Source: an optimization exercise on an open RTL-to-GDS flow (aim: small area, a short achievable clock period and few clock cycles). Production flows keep margins and buffers that such runs may drop.
Only simulation tests tie the RTL to the original design; equivalence was not proved.
Power and IR drop assume default switching activity.

Setup of delta:
==> flow/design.v (excerpt) <==
module dense_polynomial_add_multiply
 #(
  parameter int MAX_DEGREE = 63
) (
  input  logic                  clk,
  input  logic                  rst,
  input  logic                  cmd_valid,
  output logic                  cmd_ready,
  input  logic [2:0]            cmd_func,
  input  logic [5:0]            cmd_exponent,
  input  logic [31:0]           cmd_coefficient,
  output logic                  result_valid,
  input  logic                  result_ready,
  output logic [5:0]            result_degree_index,
  output logic [31:0]           result_coefficient,
  output logic                  result_is_last,
  output logic [1:0]            result_error_code
);
  logic [63:0][31:0] a_mem, b_mem;
  logic [63:0]       a_vld, b_vld;
  logic [5:0]        da, db, abase, bbase;
  logic [5:0]        bnew;    
  logic        e_vld;
  logic [5:0]  e_exp;
  logic [31:0] e_coef;
  logic       sq_busy, sq_add, sq_err, sq_first, sq_wb;
  logic [5:0] sq_k, sq_s, sq_hi, sq_tgt, sq_da, sq_db, sq_rbase, sq_pa, sq_pb;
  logic [5:0] nx_lo, nx_hi, nx_pa, nx_pb;    
  logic [5:0] sq_pk2;       
  logic [5:0] sq_kb2;       
  logic [5:0] sq_dbb;       
  logic       d_vld, d_first, d_last, d_lastcmd, d_err, d_add, d_wb;
  logic [5:0] d_k, d_slot;   
  logic [15:0] d_arow [4];   
  logic [15:0] d_brow [4];
  logic [3:0] d_bsel [4];   
  logic [3:0] d_lane;
  logic [3:0] d_one_b;      
  logic [3:0] d_one_a;      
  logic        o_vld, o_first, o_last, o_lastcmd, o_err, o_wb;
  logic [5:0]  o_k, o_slot;
  logic [31:0] o_a  [4];
  logic [47:0] o_bd [4];
  logic       p_vld, p_first, p_last, p_lastcmd, p_err, p_wb;    
  logic [5:0] p_k, p_slot;
  logic       m_vld, m_first, m_last, m_lastcmd, m_err, m_wb;    
  logic [5:0] m_k, m_slot;
  logic       c_vld, c_last, c_lastcmd, c_err, c_wb;             
  logic [5:0] c_k, c_slot;
  logic       w_vld;
  logic [5:0] w_slot;
  logic       clr_pend;     
  logic       clr_d;        
  logic [63:0] am_q, bm_q;  
  logic        out_vld, out_last;
  logic [5:0]  out_idx;
  logic [31:0] out_coef;
  logic [1:0]  out_err;
  logic stall, adv;
  assign stall = out_vld && !result_ready;
  assign adv   = !stall;
  logic       phase, wpend, late_ok, e_exec;
  logic       behind;
  ...
export LEC_CHECK = 0
export CAP_MARGIN = 20
export CORE_MARGIN = 2
export CORE_UTILIZATION = 55
export CTS_CLUSTER_DIAMETER = 120
export CTS_CLUSTER_SIZE = 22
export SETUP_SLACK_MARGIN = 4.7
export SLEW_MARGIN = 20
create_clock -name core_clock -period 8.3 [get_ports {clk}]
run.sh (not shown) runs the stock make flow with config.mk's settings and CLKGATE_MAP_FILE= SYNTH_SCRIPT=/design/flow/synth_recipe.tcl, a recipe that flattens the netlist after the stock synthesis.
delta ran in full, but the layout does not pass; the checks complain about antenna rules.
Testbench counts of delta, summed over its fixed seeds: cycles 12,739.
Input changes introduced in nickel (baseline for comparison: delta):
# delta
export LEC_CHECK = 0
export CAP_MARGIN = 20
export CORE_MARGIN = 2
export CORE_UTILIZATION = 55
export CTS_CLUSTER_DIAMETER = 120
export CTS_CLUSTER_SIZE = 22
export SETUP_SLACK_MARGIN = 4.7
export SLEW_MARGIN = 20
create_clock -name core_clock -period 8.3 [get_ports {clk}]
# nickel
export LEC_CHECK = 0
export CAP_MARGIN = 20
export CORE_MARGIN = 2
export CORE_UTILIZATION = 55
export CTS_CLUSTER_DIAMETER = 110
export CTS_CLUSTER_SIZE = 18
export SETUP_SLACK_MARGIN = 4.9
export SLEW_MARGIN = 20
create_clock -name core_clock -period 8.3 [get_ports {clk}]
nickel: no failed stages, no open violations at the end
Compared with delta, nickel shows a lower slew of the pin with the lowest slew margin.
Number of cells traversed by the worst register-to-register path sits lower in nickel than in delta.
Reported net switching power was lower in the run labelled delta.
For delta, the slowest cell on the critical path was edfxtp_1, unlike nickel, where it was fa_1.
As far as synthesized cell count is concerned, delta and nickel perform about the same.
Power is lower on delta

## re-timing with driven ports
The flow's constraints put no driver on any port. The routed layouts listed below were extracted and timed again, unchanged, in two steps.
Step 1 (the two cells are an assumption about what drives the block):
set clk [get_ports {clk}]
set_driving_cell -lib_cell sky130_fd_sc_hd__clkbuf_16 $clk
set_driving_cell -lib_cell sky130_fd_sc_hd__buf_2 [delete_from_list [all_inputs] $clk]
Step 2 times the ports against the registers' clock, not the clock port: input delays grow and output delays shrink by t, the midpoint of the rising clock arrivals with the driver on.
Slacks: ideal ports / drivers / drivers and shift; pairs: ideal ports / drivers.
| run | shift t [ns] | slack for setup (ns) | clock arrival spread, ns |
|---|---|---|---|
| delta | 1.124 | 4.512 / 4.512 / 3.732 | 0.080 / 0.079 |
| nickel | 1.131 | 4.825 / 4.709 / 3.890 | 0.125 / 0.125 |
The setup slack of nickel, which loses most, moves by -0.116 ns with the drivers and by -0.935 ns with both steps.
